This design comes from an exercise in tuning for small area, a short achievable clock period and few clock cycles per item on the open sky130 flow, not from production work. In this exercise RTL edits were held to simulation tests only and were not proved equivalent to the original.

== job 101 ==
Design track_point_simplifier, start of the top module:
module track_point_simplifier #(
    parameter int COORD_BITS = 24
) (
    input  wire          clk,
    input  wire          rst_n,
    input  wire                         in_valid,
    output logic                        in_ready,
    input  wire                         in_opcode,
    input  wire signed [COORD_BITS-1:0] in_x,
    input  wire signed [COORD_BITS-1:0] in_y,
    output logic                        out_valid,
    input  wire                         out_ready,
    output logic                        out_is_point,
    output logic signed [COORD_BITS-1:0] out_x,
    output logic signed [COORD_BITS-1:0] out_y,
    output logic                        out_accepted,
    output logic                        out_last,
    input  wire          psel,
    input  wire          penable,
    input  wire          pwrite,
    input  wire [2:0]    paddr,
    input  wire [31:0]   pwdata,
    output logic [31:0]  prdata,
    output logic         pready
);
    localparam logic [3:0] PH_RUN  = 4'd0;   
    localparam logic [3:0] PH_RS1  = 4'd1;   
    localparam logic [3:0] PH_RS2  = 4'd2;   
    localparam logic [3:0] PH_HV   = 4'd3;   
    localparam logic [3:0] PH_VADD = 4'd4;   
    localparam logic [3:0] PH_HD   = 4'd5;   
    localparam logic [3:0] PH_E    = 4'd6;   
    localparam logic [3:0] PH_HR   = 4'd7;   
    localparam logic [3:0] PH_RADD = 4'd8;   
    localparam logic [3:0] PH_GC   = 4'd9;   
    localparam logic [3:0] PH_RDO  = 4'd10;  
    localparam logic [3:0] PH_RS3  = 4'd11;  
    logic [15:0] thr;
    logic        mode;
    logic        cfg_write;
    assign pready    = 1'b1;
    assign cfg_write = psel && penable && pwrite;
    assign prdata    = paddr[2] ? {31'd0, mode} : {16'd0, thr};
    logic               ir_v, ir_op;
    logic signed [23:0] ir_x, ir_y;
    logic signed [24:0] ir_dx, ir_dy;    
  ...
==> flow/config.mk <==
export PLATFORM = sky130hd
export DESIGN_NAME = track_point_simplifier
export DESIGN_NICKNAME = track_point_simplifier
export VERILOG_FILES = /design/flow/design.v
export SDC_FILE = /design/flow/constraint.sdc
export NUM_CORES = 4
export LEC_CHECK = 0
export CAP_MARGIN = 20
export CORE_MARGIN = 2
export CORE_UTILIZATION = 40
export SETUP_SLACK_MARGIN = 1.5
export SLEW_MARGIN = 20
==> flow/constraint.sdc <==
create_clock -name core_clock -period 10.0 [get_ports {clk}]
set_input_delay 2.0000 -clock core_clock [delete_from_list [all_inputs] [get_ports {clk}]]
set_output_delay 2.0000 -clock core_clock [all_outputs]
set_load 0.01 [all_outputs]
run.sh (not shown) runs the stock make flow with config.mk's settings and CLKGATE_MAP_FILE= SYNTH_SCRIPT=/design/flow/synth_recipe.tcl, a recipe that flattens the netlist after the stock synthesis.
Testbench counts of job 101, summed over its fixed seeds: cycles 5,730, items 4,144.
Modified inputs, job 102 compared to job 101
--- a/flow/design.v
+++ b/flow/design.v
@@ -392,21 +392,21 @@
             else if (seen == 2'd2)
                 ntpe = tpe || q_eq;
             else if (!((seen == 2'd1) && q_eq))
             begin
                 nseen = seen + 2'd1;
                 ntpe  = q_eq;
             end
         end
     end
     assign pred_n = nq_v && !nq_op && ((nseen != 2'd2) ? !((nseen == 2'd1) && nq_eq) : !ntpe);
-    assign dsel_n = nq_v && (nq_op || !((nseen == 2'd2) && ntpe));
+    assign dsel_n = nq_v && !nq_op && !((nseen == 2'd2) && ntpe);
     logic take, px_move;
     assign take    = commit && !q_op && ((seen != 2'd2) ? !((seen == 2'd1) && q_eq)
                                                           : (!d_drop && (!d_brk || d_ok)));
     assign px_move = take && !q_eq;
     assign ex      = (in_valid && in_ready) ? in_x : ir_x;
     assign ey      = (in_valid && in_ready) ? in_y : ir_y;
     logic rdo_go;
     assign rdo_go = commit && !gen && (ph == PH_RUN) && inval && pred_t && ir_v && t2_valid
                  && ((seen == 2'd1) || d_ok);
     assign in_ready = !ir_v || advance;
## What came out
Job 102: final design instance area without fill is about 0.44% lower than what job 101 reported.
Fraction of layout instances using a drive strength above 1: job 102 vs job 101 up 0.23 points
Testbench counts of job 102, summed over its fixed seeds: cycles 5,812, items 4,144.

-- separate check: timing with driven ports --
The flow's constraints put no driver on any port. The routed layouts listed below were extracted and timed again, unchanged, in two steps.
Step 1 (the two cells are an assumption about what drives the block):
set clk [get_ports {clk}]
set_driving_cell -lib_cell sky130_fd_sc_hd__clkbuf_16 $clk
set_driving_cell -lib_cell sky130_fd_sc_hd__buf_2 [delete_from_list [all_inputs] $clk]
Step 2 moves the port delays by t, midway between the first and last clock arrival at a register: inputs arrive t later, outputs are due t later. That takes back most of the time a late clock gives input paths.
a / b / c = ideal / step 1 / step 2; a / b = the first two.
run	shift t [ns]	slack for setup (ns)	worst setup path after step 2	cell pins on the clock port's net
job 101	0.811	1.622 / 1.622 / 1.622	register to register	1
job 102	0.804	1.648 / 1.648 / 1.123	input to register	1
After both steps every run listed still meets setup and hold. For job 102, which loses most, drivers alone change the setup slack by 0.000 ns; drivers and shift together by -0.525 ns.
